Source: an optimization exercise on an open RTL-to-GDS flow (aim: small area, a short achievable clock period and few clock cycles per item). Production flows keep margins and buffers that such runs may drop. In this exercise RTL edits were held to simulation tests only and were not proved equivalent to the original. No activity file was given, so power comes from the tool's default toggle rates.

==> flow/design.v (excerpt) <==
module pwm_frame_parser (
   input  logic             clock,
   input  logic             reset,
   input  logic             req_valid,
   output logic             req_ready,
   input  logic [8:0]       req_data,
   output logic             rsp_valid,
   input  logic             rsp_ready,
   output logic [35:0]      rsp_data
);
clock: 7.0 ns
lec_check: 0
abc_clock_period_in_ps: 2500
cap_margin: 20
core_margin: 2
core_utilization: 40
setup_slack_margin: 4.2
slew_margin: 20
run.sh (not shown) runs the stock make flow with config.mk's settings and CLKGATE_MAP_FILE= SYNTH_SCRIPT=/design/flow/synth_recipe.tcl, a recipe that flattens the netlist after the stock synthesis.
Testbench counts at the start, summed over its fixed seeds: cycles 23,733, items 8,120.
Then changed:
CORE_UTILIZATION = 60   (was 40)
CTS_BUF_LIST = sky130_fd_sc_hd__clkbuf_8 sky130_fd_sc_hd__clkbuf_16   (was not set)
CTS_CLUSTER_DIAMETER = 60   (was not set)
CTS_CLUSTER_SIZE = 40   (was not set)
- The changed run went through all stages and came out clean
- total power decreases by about 7%
- count of clock-buffer cells in the layout is lower by 25
- via count barely changes
- utilization goes up by 22 points
- combinational power is about the same
- setup slack is better by 0.054 ns
- area after synthesis is unchanged
- global-route usage climbs by 7.2 points
- sequential share of layout area went up by 1.5 points
- sequential power is about the same
Then changed:
CORE_UTILIZATION = 70   (was 60)
CTS_BUF_LIST = sky130_fd_sc_hd__clkbuf_4 sky130_fd_sc_hd__clkbuf_8   (was sky130_fd_sc_hd__clkbuf_8 sky130_fd_sc_hd__clkbuf_16)
CTS_CLUSTER_DIAMETER = not set   (was 60)
CTS_CLUSTER_SIZE = 30   (was 40)
After rerunning:
- global-route usage goes up by 4.8 points
- utilization goes up by 13 points
- setup slack gets worse by 0.062 ns
- routed wire length goes up by 6.3%
- final area goes up by 0.42%

* * *

Another version of the RTL of pwm_frame_parser (not shown whole).
Size in the first run: about 1300 cells after synthesis, roughly 310 flip-flops, ~51 I/O pins.
clock: 7.0 ns
lec_check: 0
abc_clock_period_in_ps: 2500
cap_margin: 20
core_margin: 2
core_utilization: 60
cts_buf_list: sky130_fd_sc_hd__clkbuf_8 sky130_fd_sc_hd__clkbuf_16
cts_cluster_diameter: 60
cts_cluster_size: 40
setup_slack_margin: 4.2
slew_margin: 20
standard.sh (not shown) runs the stock make flow with config.mk's settings and CLKGATE_MAP_FILE= SYNTH_SCRIPT=/design/flow/synth_recipe.tcl, a recipe that flattens the netlist after the stock synthesis.
==> flow/flow/run.sh <==
#!/bin/bash
# The standard layout (the standard.sh), with the port buffers made of plain buf_4 cells
# instead of the delay-cell buffers that buffer_ports picks by default.
set -euo pipefail
export BUFFER_PORTS_ARGS="-buffer_cell sky130_fd_sc_hd__buf_4"
bash standard.sh > standard.log 2>&1
The starting point completed without violations.
Testbench counts at the start, summed over its fixed seeds: cycles 23,733, items 8,120.
==> next run, changes <==
- CORE_UTILIZATION: 60 -> 65
- CTS_BUF_LIST: sky130_fd_sc_hd__clkbuf_8 sky130_fd_sc_hd__clkbuf_16 -> sky130_fd_sc_hd__clkbuf_4 sky130_fd_sc_hd__clkbuf_8
- CTS_CLUSTER_DIAMETER: 60 -> default
- CTS_CLUSTER_SIZE: 40 -> 30
- SETUP_SLACK_MARGIN: 4.2 -> 4.3
- combinational power hardly moves
- core utilization grows by 6.2 points
- routed wire length climbs by 3.1%

* * *

RTL: one of the versions met above, not the one the previous note started from.
For scale: roughly 1,200 cells after synthesis, ~300 flip-flops, roughly 51 I/O pins, roughly 15,000 um^2 of cells after synthesis.
Settings: LEC_CHECK=0, ABC_CLOCK_PERIOD_IN_PS=2500, CAP_MARGIN=20, CORE_MARGIN=2, CORE_UTILIZATION=60, CTS_BUF_LIST=sky130_fd_sc_hd__clkbuf_4 sky130_fd_sc_hd__clkbuf_8, CTS_CLUSTER_SIZE=30, SETUP_SLACK_MARGIN=4.5, SLEW_MARGIN=20; clock period 7.0 ns.
run.sh (not shown) runs the stock make flow with config.mk's settings and CLKGATE_MAP_FILE= SYNTH_SCRIPT=/design/flow/synth_recipe.tcl, a recipe that flattens the netlist after the stock synthesis.
Stock flow here: none of the scripts above is used.
The baseline finished clean.
Testbench counts at the start, summed over its fixed seeds: cycles 23,733, items 8,120.
Rerun with:
--- a/flow/config.mk
+++ b/flow/config.mk
@@ -7,0 +8 @@
+export ABC_AREA = 1
@@ -14 +15 @@
-export SETUP_SLACK_MARGIN = 4.5
+export SETUP_SLACK_MARGIN = 4.2
=>
- The new run ran to the end with no violations
- worst setup slack loses 0.30 ns
- non-clock buffer count falls by 72
- core utilization falls by 3.3 points
- power falls by 8.4%
- maximum frequency falls by about 10%
- worst hold slack stays flat
- count of clock-buffer cells in the layout rises by 2
- critical path depth falls by 2
- design area barely changes
- first-iteration DRC count falls by 2.2%
Rerun with:
--- a/flow/config.mk
+++ b/flow/config.mk
@@ -8 +7,0 @@
-export ABC_AREA = 1
The new run finished clean. Clock skew grows by 0.0047 ns. Die area came out lower by 5.8%. Setup slack improved by 0.25 ns. Power went up by 2.2%. Clock-buffer cell count fell by 7. Combinational power came out higher by about 4%.
Rerun with:
--- a/flow/config.mk
+++ b/flow/config.mk
@@ -8 +8 @@
-export ABC_CLOCK_PERIOD_IN_PS = 2500
+export ABC_CLOCK_PERIOD_IN_PS = 2400
@@ -14 +14 @@
-export SETUP_SLACK_MARGIN = 4.2
+export SETUP_SLACK_MARGIN = 4.3
What happened: Via count goes up by 1.3%; setup slack improves by 0.021 ns; total power goes up by 1.7%; die area does not change; non-clock buffer count climbs by 13; combinational power rises by about 2%; routed wire length is higher by 0.92%; final area goes up by 1.4%.
Rerun with:
--- a/flow/config.mk
+++ b/flow/config.mk
@@ -8 +8 @@
-export ABC_CLOCK_PERIOD_IN_PS = 2400
+export ABC_CLOCK_PERIOD_IN_PS = 2500
@@ -14 +14 @@
-export SETUP_SLACK_MARGIN = 4.3
+export SETUP_SLACK_MARGIN = 3.9
Result: The new run finished with timing, DRC and antenna clean; combinational power shrinks by about 9%; die area is unchanged; utilization is lower by 2.3 points; final area drops by 3.2%; routed wire length came out lower by 5.2%; worst setup slack gets worse by 0.15 ns; clock power decreases by about 8%.

[what the ideal ports hide]
The results above use ideal ports. As a check the final layouts listed here were re-extracted and re-timed, cells and wires unchanged. Step 1 (the two cells are an assumption about what drives the block):
set clk [get_ports {clock}]
set_driving_cell -lib_cell sky130_fd_sc_hd__clkbuf_16 $clk
set_driving_cell -lib_cell sky130_fd_sc_hd__buf_2 [delete_from_list [all_inputs] $clk]
Step 2 times the ports against the registers' clock, not the clock port: input delays grow and output delays shrink by t, the midpoint of the rising clock arrivals with the driver on. Slacks: no drivers / after step 1 / after step 2; pairs: no drivers / after step 1.
run | t, ns | setup slack, ns | worst hold slack (ns) | latest minus earliest clock arrival (ns) | worst slew at a driven data input, ns
the first run of note 1 | 0.563 | 4.095 / 4.095 / 3.782 | 0.416 / 0.416 / 0.416 | 0.020 / 0.020 | 0.04
the second run of note 1 | 0.573 | 4.149 / 4.149 / 3.843 | 0.424 / 0.424 / 0.424 | 0.027 / 0.027 | 0.03
the third run of note 1 | 0.587 | 4.087 / 4.087 / 3.638 | 0.406 / 0.406 / 0.406 | 0.028 / 0.029 | 0.04
the first run of note 2 | 0.589 | 4.310 / 4.310 / 4.010 | 0.421 / 0.421 / 0.421 | 0.031 / 0.031 | 0.04
the second run of note 2 | 0.606 | 4.353 / 4.353 / 4.018 | 0.416 / 0.416 / 0.416 | 0.025 / 0.026 | 0.04
the first run of note 3 | 0.605 | 4.194 / 4.194 / 3.987 | 0.416 / 0.416 / 0.416 | 0.032 / 0.032 | 0.03
the second run of note 3 | 0.601 | 3.896 / 3.896 / 3.469 | 0.418 / 0.418 / 0.418 | 0.025 / 0.026 | 0.04
the third run of note 3 | 0.607 | 4.147 / 4.147 / 3.807 | 0.410 / 0.410 / 0.410 | 0.034 / 0.034 | 0.03
the fourth run of note 3 | 0.598 | 4.167 / 4.167 / 3.823 | 0.411 / 0.411 / 0.411 | 0.034 / 0.034 | 0.04
the fifth run of note 3 | 0.594 | 4.018 / 4.018 / 3.658 | 0.418 / 0.418 / 0.418 | 0.026 / 0.026 | 0.04
After both steps every run listed still meets setup and hold. For the third run of note 1, which loses most, drivers alone change the setup slack by 0.000 ns; drivers and shift together by -0.449 ns.
